Context: an optimization exercise on an open-source flow, tuned for small area. The choices shown serve that exercise and are no tape-out recipe.
No activity file was given, so power comes from the tool's default toggle rates.

== run A ==
==> flow/design.v (excerpt) <==
module vcSwitch #(
  parameter int WORD_W = 8,
  parameter int DEPTH  = 8,
  parameter int CNT_W  = $clog2(DEPTH + 1)
) (
  input  logic                                       CLK,
  input  logic                                       arstN,
  input  logic                                       init,
  input  logic [CNT_W-1:0]                           lowThreshIn,
  input  logic [CNT_W-1:0]                           highThreshIn,
  input  flowCtrlPkg::chMask_t                       inPush,
  input  logic [flowCtrlPkg::NUM_CH-1:0][WORD_W-1:0] inData,
  output flowCtrlPkg::chMask_t                       creditReturn,
  input  flowCtrlPkg::chMask_t                       outPop,
  output logic [flowCtrlPkg::NUM_CH-1:0][WORD_W-1:0] outData,
  output flowCtrlPkg::chMask_t                       outEmpty,
  output logic                                       idle,
  output logic                                       initBusy,
  output flowCtrlPkg::chMask_t                       stbPause,
  output flowCtrlPkg::chMask_t                       stbContinue,
  output flowCtrlPkg::chMask_t                       error,
  output flowCtrlPkg::fsmState_e                     state
);
Size: ~110 I/O pins, roughly 0.022 sq mm of cells after synthesis.
==> flow/config.mk <==
export PLATFORM = sky130hd
export DESIGN_NAME = vcSwitch
export DESIGN_NICKNAME = vcSwitch
export VERILOG_FILES = /design/flow/design.v
export SDC_FILE = /design/flow/constraint.sdc
export NUM_CORES = 4
export LEC_CHECK = 0
export CAP_MARGIN = 20
export CORE_MARGIN = 2
export CORE_UTILIZATION = 40
export CTS_BUF_LIST = sky130_fd_sc_hd__clkbuf_16
export CTS_CLUSTER_DIAMETER = 80
export CTS_CLUSTER_SIZE = 30
export SLEW_MARGIN = 20
export SYNTH_HIERARCHICAL = 1
export SYNTH_MINIMUM_KEEP_SIZE = 0
==> flow/constraint.sdc <==
create_clock -name core_clock -period 5.0 [get_ports {CLK}]
set_input_delay 1.0000 -clock core_clock [delete_from_list [all_inputs] [get_ports {CLK}]]
set_output_delay 1.0000 -clock core_clock [all_outputs]
set_load 0.01 [all_outputs]
run.sh (not shown) runs the stock make flow with config.mk's settings and CLKGATE_MAP_FILE= SYNTH_SCRIPT=/design/flow/synth_recipe.tcl, a recipe that flattens the netlist after the stock synthesis.
The following lists how run B was set up differently from run A:
Settings: CTS_CLUSTER_SIZE: 30 -> unset; CTS_BUF_LIST: sky130_fd_sc_hd__clkbuf_16 -> unset; CTS_CLUSTER_DIAMETER: 80 -> unset.
==> results.txt <==
- The run showing the greater share of power burned in the clock network is run B.
- Clock insertion delay at the later pin of the skew report: run A vs run B, no meaningful difference
- Run B against run A: number of clock-tree buffers in the layout saw an increase, sequential share of layout area saw a decrease, multi-input logic cell count saw little to no change, overall power consumption saw an increase.
- Diff run A -> run B: routability-driven placement congestion ratio level, design area moved up.
- Diff run A -> run B | power drawn by the clock network | increase of about 60%
- Per the comparison of run B with run A, sequential group share of total power moved down; post-detailed-route via-to-cell ratio moved down.
--- input diff run B..run C ---
==> flow/flow/run.sh (new file) <==
#!/bin/bash
# The standard layout, with two changes to what the tools are told:
#  - port buffers are the smallest buffer cell instead of the tool's pick
#  - CTS inserts no dummy loads, and clusters sinks under large leaf buffers
set -euo pipefail
export BUFFER_PORTS_ARGS="-buffer_cell sky130_fd_sc_hd__buf_1"
export CTS_ARGS="-sink_clustering_enable -repair_clock_nets -dont_use_dummy_load -buf_list sky130_fd_sc_hd__clkbuf_16 -sink_clustering_size 30 -sink_clustering_max_diameter 80"
bash standard.sh > standard.log 2>&1
==> flow/standard.sh (new file) <==
#!/bin/bash
# synth_recipe.tcl (not shown) runs the flow's synth.tcl, then flattens the netlist and writes it again
# the make line also repeats each setting of config.mk as NAME=value (left out here)
make -C /OpenROAD-flow-scripts/flow DESIGN_CONFIG=/design/flow/config.mk WORK_HOME=/design/flow/orfs CLKGATE_MAP_FILE= SYNTH_SCRIPT=/design/flow/synth_recipe.tcl "${@:-finish}"
removed: flow/run.sh
What run B reported for number of buffers added by the clock tree synthesis step has to be multiplied by 0.56 to get the figure for run C.
Taking run B as the reference, in run C total number of vias decreased 123, clock power share decreased 15 points, sequential share of cell area increased 3.3 points.
Top contributor to total power: the clock network -> run B, registers -> run C
Modified inputs, run D compared to run C
--- a/flow/flow/run.sh
+++ b/flow/flow/run.sh
@@ -7 +7 @@
-export CTS_ARGS="-sink_clustering_enable -repair_clock_nets -dont_use_dummy_load -buf_list sky130_fd_sc_hd__clkbuf_16 -sink_clustering_size 30 -sink_clustering_max_diameter 80"
+export CTS_ARGS="-sink_clustering_enable -repair_clock_nets -dont_use_dummy_load -buf_list sky130_fd_sc_hd__clkbuf_16 -sink_clustering_size 40 -sink_clustering_max_diameter 80"
==> results.txt <==
Diff run C..run D | via count | negligible
Run D reports a lower final setup slack of the worst path than run C does.
Ratio of cells with drive above 1 in the final layout came out exactly the same in run D and run C.
As far as number of hold violations in the final report goes, run D and run C are indistinguishable; the numbers are identical.
Run D against run C: fraction of the cycle the final worst path needs moved up, post-CTS clock slew at the launch and capture registers of the worst setup and hold paths held, average wire length per cell after detail routing closely matched the old numbers.
Relative to run D, the following input files were edited for run E:
Settings: a change of CAP_MARGIN from 20 to 0; a change of SLEW_MARGIN from 20 to 0.
--- a/flow/flow/run.sh
+++ b/flow/flow/run.sh
@@ -7 +7 @@
-export CTS_ARGS="-sink_clustering_enable -repair_clock_nets -dont_use_dummy_load -buf_list sky130_fd_sc_hd__clkbuf_16 -sink_clustering_size 40 -sink_clustering_max_diameter 80"
+export CTS_ARGS="-sink_clustering_enable -repair_clock_nets -dont_use_dummy_load -buf_list sky130_fd_sc_hd__clkbuf_16 -sink_clustering_size 30 -sink_clustering_max_diameter 80"
[summary]
- On total power, run E and run D are basically level.
- From run D to run E the numbers moved as follows: HPWL after detailed placement held; part of the power in the clock network barely changed; cell area after layout ~0 delta.
Function was not checked in any run of this note: the RTL went through the layout flow alone.

==> afterwards: timing with drivers on the ports <==
No port has a modelled driver above. Below, the same layouts with a new extraction and two added sets of constraints.
Step 1 assumes that a clkbuf_16 drives the clock port and a buf_2 every other input.
Step 2 also shifts input and output timing later by t, the mid clock arrival at the registers, as if the neighbouring blocks saw the same clock.
a / b / c = ideal / step 1 / step 2; a / b = the first two.
| run | shift t [ns] | setup slack, ns | worst setup path at the end | worst register clock-pin slew, ns | worst data-port slew with drivers (ns) |
|---|---|---|---|---|---|
| run A | 0.653 | 0.211 / 0.211 / 0.211 | register to register | 0.11 / 0.11 | 0.09 |
| run B | 0.649 | 0.270 / 0.270 / 0.270 | register to register | 0.07 / 0.07 | 0.08 |
| run C | 0.645 | 0.341 / 0.341 / 0.341 | register to register | 0.11 / 0.11 | 0.08 |
| run D | 0.643 | 0.324 / 0.324 / 0.324 | register to register | 0.12 / 0.12 | 0.07 |
| run E | 0.645 | 0.395 / 0.395 / 0.395 | register to register | 0.11 / 0.11 | 0.07 |
After both steps every run listed still meets setup and hold.
